Source: an optimization exercise on an open RTL-to-GDS flow (aim: a short achievable clock period and few clock cycles). Production flows keep margins and buffers that such runs may drop.
The RTL was checked by simulation tests, not by an equivalence proof against the original design.
Power is estimated from default activity; no workload was simulated.

## tinyCore
module tinyCore (
    input  logic        clk,
    input  logic        reset_n,
    input  logic        halt,
    input  logic        trap,
    output logic [31:0] iAddr,
    input  logic [31:0] iData,
    output logic [31:0] dAddr,
    input  logic [31:0] dIn,
    output logic [31:0] dOut,
    output logic        memRw,
    output logic        strobe
);
Settings: LEC_CHECK=0, CAP_MARGIN=20, CORE_MARGIN=2, CORE_UTILIZATION=30, SLEW_MARGIN=20; clock period 16.0 ns.
standard.sh (not shown) runs the stock make flow with config.mk's settings and CLKGATE_MAP_FILE= SYNTH_SCRIPT=/design/flow/synth_recipe.tcl, a recipe that flattens the netlist after the stock synthesis.
==> flow/flow/run.sh <==
#!/bin/bash
# The standard layout, with timing repair aimed below the clock period
# (a setup margin), so that the achieved period shrinks, and the port
# buffers made with a plain buffer cell.
set -uo pipefail
bash standard.sh SETUP_SLACK_MARGIN=11 "BUFFER_PORTS_ARGS=-buffer_cell sky130_fd_sc_hd__buf_4" finish > layout.log 2>&1
Testbench counts at the start, summed over its fixed seeds: cycles 73,641.
Rerun with:
--- a/flow/design.v
+++ b/flow/design.v
@@ -210,62 +210,64 @@
     input  logic [31:0] b,
     input  logic        isMul,
     input  logic        isShl,
     output logic [31:0] part0,
     output logic [31:0] part1,
     output logic [31:0] part2
 );
     logic        big;
     logic [31:0] shifted;
+    logic [31:0] shiftRow;
     logic [17*32-1:0] rows;
     logic [12*32-1:0] l1;
     logic [8*32-1:0]  l2;
     logic [6*32-1:0]  l3;
     logic [4*32-1:0]  l4;
     logic [3*32-1:0]  l5;
     logic [31:0]      corr;
     assign big = |b[31:5];
     always_comb begin
         if (big)        shifted = 32'd0;
         else if (isShl) shifted = x << b[4:0];
         else            shifted = x >> b[4:0];
     end
+    assign shiftRow = {32{~isMul}} & shifted;
     genvar i;
     generate
         for (i = 0; i < 16; i = i + 1) begin : booth
             logic        hi, mid, lo;
             logic        one, two, neg;
             logic [31:0] v;
             assign hi  = b[2*i+1];
             assign mid = b[2*i];
             if (i == 0) begin : first
                 assign lo = 1'b0;
             end else begin : rest
                 assign lo = b[2*i-1];
             end
-            assign one = mid ^ lo;
-            assign two = (hi & ~mid & ~lo) | (~hi & mid & lo);
-            assign neg = hi & ~(mid & lo);
+            assign one = isMul & (mid ^ lo);
+            assign two = isMul & ((hi & ~mid & ~lo) | (~hi & mid & lo));
+            assign neg = isMul & hi & ~(mid & lo);
             assign v   = one ? x : two ? {x[30:0], 1'b0} : 32'd0;
             assign rows[i*32 +: 32] = (neg ? ~v : v) << (2 * i);
             assign corr[2*i]   = neg;
             assign corr[2*i+1] = 1'b0;
         end
     endgenerate
     assign rows[16*32 +: 32] = corr;
-    csaLevel #(.N(17)) uL1 (.in(rows), .out(l1));
-    csaLevel #(.N(12)) uL2 (.in(l1),   .out(l2));
-    csaLevel #(.N(8))  uL3 (.in(l2),   .out(l3));
-    csaLevel #(.N(6))  uL4 (.in(l3),   .out(l4));
-    csaLevel #(.N(4))  uL5 (.in(l4),   .out(l5));
-    assign part0 = isMul ? l5[31:0] : shifted;
-    assign part1 = {32{isMul}} & l5[63:32];
-    assign part2 = {32{isMul}} & l5[95:64];
+    csaLevel #(.N(17)) uL1 (.in(rows),           .out(l1));
+    csaLevel #(.N(12)) uL2 (.in(l1),             .out(l2));
+    csaLevel #(.N(9))  uL3 (.in({shiftRow, l2}), .out(l3));
+    csaLevel #(.N(6))  uL4 (.in(l3),             .out(l4));
+    csaLevel #(.N(4))  uL5 (.in(l4),             .out(l5));
+    assign part0 = l5[31:0];
+    assign part1 = l5[63:32];
+    assign part2 = l5[95:64];
 endmodule
 module slowSum (
     input  logic [31:0] part0,
     input  logic [31:0] part1,
     input  logic [31:0] part2,
     input  logic [31:0] ad,
     output logic [31:0] result
 );
     logic [4*32-1:0] rows;
@@ -292,21 +294,18 @@
     output logic        memRw,
     output logic        strobe
 );
     localparam logic [31:0] RESET_VECTOR   = 32'h0000_0000;
     localparam logic [31:0] VECTOR_BASE    = 32'h0000_0040;
     localparam logic [31:0] TRAMP_BOTTOM   = 32'h0000_00c8;
     localparam logic [31:0] TRAP_SAVE_ADDR = 32'h0000_0060;
     logic        running;
     logic [31:0] pcF;        
-    logic [31:0] pcSeq;      
-    logic        redirQ;     
-    logic [31:0] tgtQ;
     logic        eValid;
     logic [31:0] eX, eB, eAd, eS;
     logic [31:0] ePc1, ePc2;
     logic        eSteered;
     logic        eFwdS;
     logic        eSelOr, eSelAnd, eSelAndNot, eSelXor, eSelXnor;
     logic        eUseX, eBPlain, eBInv;
     logic        eSelLt, eSelGt, eSelEq, eSelNe;
     logic        eIsCmp, eIsMul, eIsShl, eSlow, eAdZero;
@@ -455,48 +454,41 @@
                                : (pcLo[6] ? pcMidInc : pcF[11:6]),
                        pcLo[5:0]};
     assign shortJump = (ins[11:6] == {6{ins[11]}}) &
                        (ins[11] ? (pcF[11:6] != 6'h00) : (pcF[11:6] != 6'h3F));
     assign dCmpJump = ~dThrow & ~dS & ~dD & dK & (dDest == 4'd15) & (dY == 4'd15) &
                       (dOp == coreTypes::opAnd) & (ins[11:0] != 12'd0);
     assign steer    = dCmpJump & prodX & eIsCmp & ~eLate & eAdZero & eFlag & shortJump;
     assign dStall  = mHold | (hazard & ~trapTake);
     assign dAccept = running & ~dStall & ~haltTake & ~redirectE & ~redirectM;
-    assign pcF   = redirQ ? tgtQ : pcSeq;
     assign iAddr = pcF;
     always_ff @(posedge clk) begin
         haltQ  <= halt;
         trapQ  <= trap;
         savedQ <= reset_n & mValid & mTrap;
     end
     always_ff @(posedge clk) begin
         if (!reset_n) begin
             running <= 1'b1;
-            pcSeq   <= RESET_VECTOR;
-            redirQ  <= 1'b0;
+            pcF     <= RESET_VECTOR;
             eValid  <= 1'b0;
             mValid  <= 1'b0;
             strobeQ <= 1'b0;
             memRwQ  <= 1'b0;
         end else begin
             if (!running || haltTake) begin
-                redirQ <= 1'b0;
-                pcSeq  <= RESET_VECTOR;
-            end else if (redirectM || redirectE) begin
-                redirQ <= 1'b1;
-                tgtQ   <= redirectM ? targetM : targetE;
+                pcF <= RESET_VECTOR;
+            end else if (redirectM) begin
+                pcF <= targetM;
+            end else if (redirectE) begin
+                pcF <= targetE;
             end else if (!dStall && !trapTake) begin
-                redirQ <= steer;
-                tgtQ   <= pcImm;
-                pcSeq  <= pcF1;
-            end else begin
-                redirQ <= 1'b0;
-                pcSeq  <= pcF;
+                pcF <= steer ? pcImm : pcF1;
             end
             if (haltTake) running <= 1'b0;
             else if (!running && !haltQ) running <= 1'b1;
             if (!mHold) begin
                 mValid  <= eValid & ~redirectM;
                 strobeQ <= eValid & ~redirectM & ~eSlow & (eStore | eLoad | eThrow);
                 memRwQ  <= eValid & ~redirectM & ~eSlow & eStore;
             end else begin
                 strobeQ <= 1'b1;
The new run ran to the end with no violations.
Register-to-register slack gains 0.29 ns.
Non-clock buffer count decreases by 123.
Fmax climbs by 5.7%.
Via count shrinks by 4.0%.
Die area drops by about 1.8%.
Setup slack improved by 0.30 ns.
Utilization decreases by 0.66 points.
Clock-buffer cell count rose by 6.
Power is lower by about 34%.
Cell area decreases by about 3%.
Testbench counts after the change, summed over its fixed seeds: cycles 73,641.

* * *

tinyCore, a different RTL version from the one above (not shown whole).
Size in the first run: ~930 flip-flops, about 78,000 um2 of cells after synthesis.
==> flow/config.mk <==
export PLATFORM = sky130hd
export DESIGN_NAME = tinyCore
export DESIGN_NICKNAME = tinyCore
export VERILOG_FILES = /design/flow/design.v
export SDC_FILE = /design/flow/constraint.sdc
export NUM_CORES = 4
export LEC_CHECK = 0
export CAP_MARGIN = 20
export CORE_MARGIN = 2
export CORE_UTILIZATION = 30
export SLEW_MARGIN = 20
==> flow/constraint.sdc <==
create_clock -name core_clock -period 16.0 [get_ports {clk}]
set_input_delay 3.2000 -clock core_clock [delete_from_list [all_inputs] [get_ports {clk}]]
set_output_delay 3.2000 -clock core_clock [all_outputs]
set_load 0.01 [all_outputs]
Scripts as last shown in full above: flow/flow/run.sh
The baseline finished clean.
Testbench counts at the start, summed over its fixed seeds: cycles 73,641.
Rerun with:
--- a/flow/design.v
+++ b/flow/design.v
@@ -295,19 +295,16 @@
     output logic        strobe
 );
     localparam logic [31:0] RESET_VECTOR   = 32'h0000_0000;
     localparam logic [31:0] VECTOR_BASE    = 32'h0000_0040;
     localparam logic [31:0] TRAMP_BOTTOM   = 32'h0000_00c8;
     localparam logic [31:0] TRAP_SAVE_ADDR = 32'h0000_0060;
     logic        running;
     logic [31:0] pcF;        
-    logic [31:0] pcSeq;      
-    logic        redirQ;     
-    logic [31:0] tgtQ;
     logic        eValid;
     logic [31:0] eX, eB, eAd, eS;
     logic [31:0] ePc1, ePc2;
     logic        eSteered;
     logic        eFwdS;
     logic        eSelOr, eSelAnd, eSelAndNot, eSelXor, eSelXnor;
     logic        eUseX, eBPlain, eBInv;
     logic        eSelLt, eSelGt, eSelEq, eSelNe;
@@ -324,27 +321,28 @@
     logic        mHold;
     logic        redirectM;
     logic [31:0] targetM;
     slowSum uSum2 (.part0(mP0), .part1(mP1), .part2(mP2), .ad(mAd), .result(r2));
     assign mVal = mLoad ? dIn : mSlow ? r2 : mR;
     assign mHold     = mValid & ((mSlow & (mLoad | mStore)) | mThrow);
     assign redirectM = mValid & ((mJump & (mLoad | mSlow) & ~(mSlow & mLoad)) | mThrow);
     assign targetM   = mThrow ? dIn : mVal;
-    assign dAddr  = mR;
+    assign dAddr  = strobeQ ? mR : eB;
     assign dOut   = mStoreData;
     assign memRw  = memRwQ;
     assign strobe = strobeQ;
     logic [31:0] x, b, ad;
     logic [31:0] fastR;
     logic [31:0] slow0, slow1, slow2;
     logic        eFlag;
     logic        differs;
     logic        taken;
     logic        redirectE;
+    logic        eVecRead;
     logic [31:0] targetE;
     assign x  = eX;
     assign b  = eB;
     assign ad = eAd;
     aluExec uAlu (
         .x      (x),
         .b      (b),
         .ad     (ad),
@@ -372,18 +370,19 @@
         .b       (b),
         .isMul   (eIsMul),
         .isShl   (eIsShl),
         .part0   (slow0),
         .part1   (slow1),
         .part2   (slow2)
     );
     assign taken     = eJump & ~eLoad & ~eSlow & ~eSteered & differs;
-    assign redirectE = eValid & (taken | eTrap);
-    assign targetE   = eTrap ? TRAMP_BOTTOM : fastR;
+    assign eVecRead  = eValid & eThrow & ~strobeQ & ~mHold;
+    assign redirectE = eValid & (taken | eTrap | eVecRead);
+    assign targetE   = eTrap ? TRAMP_BOTTOM : eVecRead ? dIn : fastR;
     logic [31:0] ins;
     logic        dT, dK, dS, dD;
     logic [3:0]  dDest, dX, dY, dOp;
     logic [31:0] dImm;
     logic        dThrow;
     logic [31:0] pcF1;
     logic        pcF1Cout;
     logic [31:0] rfX, rfY, rfZ;
@@ -458,77 +457,70 @@
                        pcLo[5:0]};
     assign shortJump = (ins[11:6] == {6{ins[11]}}) &
                        (ins[11] ? (pcF[11:6] != 6'h00) : (pcF[11:6] != 6'h3F));
     assign dCmpJump = ~dThrow & ~dS & ~dD & dK & (dDest == 4'd15) & (dY == 4'd15) &
                       (dOp == coreTypes::opAnd) & (ins[11:0] != 12'd0);
     assign steer    = dCmpJump & prodX & eIsCmp & ~eLate & eAdZero & eFlag & shortJump;
     assign dStall  = mHold | (hazard & ~trapTake);
     assign dAccept = running & ~dStall & ~haltTake & ~redirectE & ~redirectM;
-    assign pcF   = redirQ ? tgtQ : pcSeq;
     assign iAddr = pcF;
     always_ff @(posedge clk) begin
         haltQ  <= halt;
         trapQ  <= trap;
         savedQ <= reset_n & mValid & mTrap;
     end
     always_ff @(posedge clk) begin
         if (!reset_n) begin
             running <= 1'b1;
-            pcSeq   <= RESET_VECTOR;
-            redirQ  <= 1'b0;
+            pcF     <= RESET_VECTOR;
             eValid  <= 1'b0;
             mValid  <= 1'b0;
             strobeQ <= 1'b0;
             memRwQ  <= 1'b0;
         end else begin
             if (!running || haltTake) begin
-                redirQ <= 1'b0;
-                pcSeq  <= RESET_VECTOR;
-            end else if (redirectM || redirectE) begin
-                redirQ <= 1'b1;
-                tgtQ   <= redirectM ? targetM : targetE;
+                pcF <= RESET_VECTOR;
+            end else if (redirectM) begin
+                pcF <= targetM;
+            end else if (redirectE) begin
+                pcF <= targetE;
             end else if (!dStall && !trapTake) begin
-                redirQ <= steer;
-                tgtQ   <= pcImm;
-                pcSeq  <= pcF1;
-            end else begin
-                redirQ <= 1'b0;
-                pcSeq  <= pcF;
+                pcF <= steer ? pcImm : pcF1;
             end
             if (haltTake) running <= 1'b0;
             else if (!running && !haltQ) running <= 1'b1;
             if (!mHold) begin
                 mValid  <= eValid & ~redirectM;
                 strobeQ <= eValid & ~redirectM & ~eSlow & (eStore | eLoad | eThrow);
-                memRwQ  <= eValid & ~redirectM & ~eSlow & eStore;
+                memRwQ  <= eValid & ~redirectM & ~eSlow & (eStore | eVecRead);
             end else begin
                 strobeQ <= 1'b1;
                 memRwQ  <= mThrow | mStore;
             end
             if (redirectM) begin
                 eValid <= 1'b0;
             end else if (!mHold) begin
                 eValid <= dAccept;
             end
         end
     end
     always_ff @(posedge clk) begin
         if (!mHold) begin
-            mR         <= fastR;
+            mR         <= eVecRead ? TRAP_SAVE_ADDR : fastR;
             mP0        <= slow0;
             mP1        <= slow1;
             mP2        <= slow2;
             mAd        <= ad;
             mStoreData <= eFwdS ? mVal : eS;
             mSlow      <= eSlow;
             mLoad      <= eLoad;
-            mStore     <= eStore;
+            mStore     <= eStore | eVecRead;
             mJump      <= eJump;
-            mThrow     <= eThrow;
+            mThrow     <= eThrow & ~eVecRead;
             mTrap      <= eTrap;
             mWrites    <= eWrites;
             mDest      <= eDest;
         end else if (mThrow) begin
             mR     <= TRAP_SAVE_ADDR;
             mThrow <= 1'b0;
             mStore <= 1'b1;
         end else begin
Outcome: Sequential share of layout area rises by 1.1 points. Die area is lower by about 1.8%. Register-to-register slack degrades by 0.13 ns. Synthesized cell count shrinks by about 1.4%. Clock power goes down by about 3%. Final area came out lower by 7.4%. Utilization drops by 2.2 points. Power went down by 9.5%. Non-clock buffer count goes down by 336. Sequential cell count came out lower by 33. Global-route usage went down by 2.9 points. Setup slack improved by 0.040 ns. Routed wire length came out lower by 12%.
Testbench counts after the change, summed over its fixed seeds: cycles 72,677.

[re-timing with driven ports]
How much do the figures lean on ideal ports? The routed layouts below were timed once more, with nothing changed but the port constraints.
Step 1: set_driving_cell puts a clkbuf_16 on clk and a buf_2 on each other input, an assumption about the parent block.
Step 2 also shifts input and output timing later by t, the mid clock arrival at the registers, as if the neighbouring blocks saw the same clock.
Slacks: no drivers / after step 1 / after step 2; pairs: no drivers / after step 1.
run | t, ns | slack for setup (ns) | latest minus earliest clock arrival (ns)
the first run of note 1 | 0.879 | 10.487 / 10.400 / 9.807 | 0.086 / 0.086
the second run of note 1 | 0.891 | 10.783 / 10.615 / 9.723 | 0.053 / 0.053
the first run of note 2 | 0.857 | 10.565 / 10.476 / 9.849 | 0.088 / 0.089
the second run of note 2 | 0.853 | 10.606 / 10.578 / 9.971 | 0.050 / 0.051
After both steps every run listed still meets setup and hold. For the second run of note 1, which loses most, drivers alone change the setup slack by -0.168 ns; drivers and shift together by -1.060 ns.
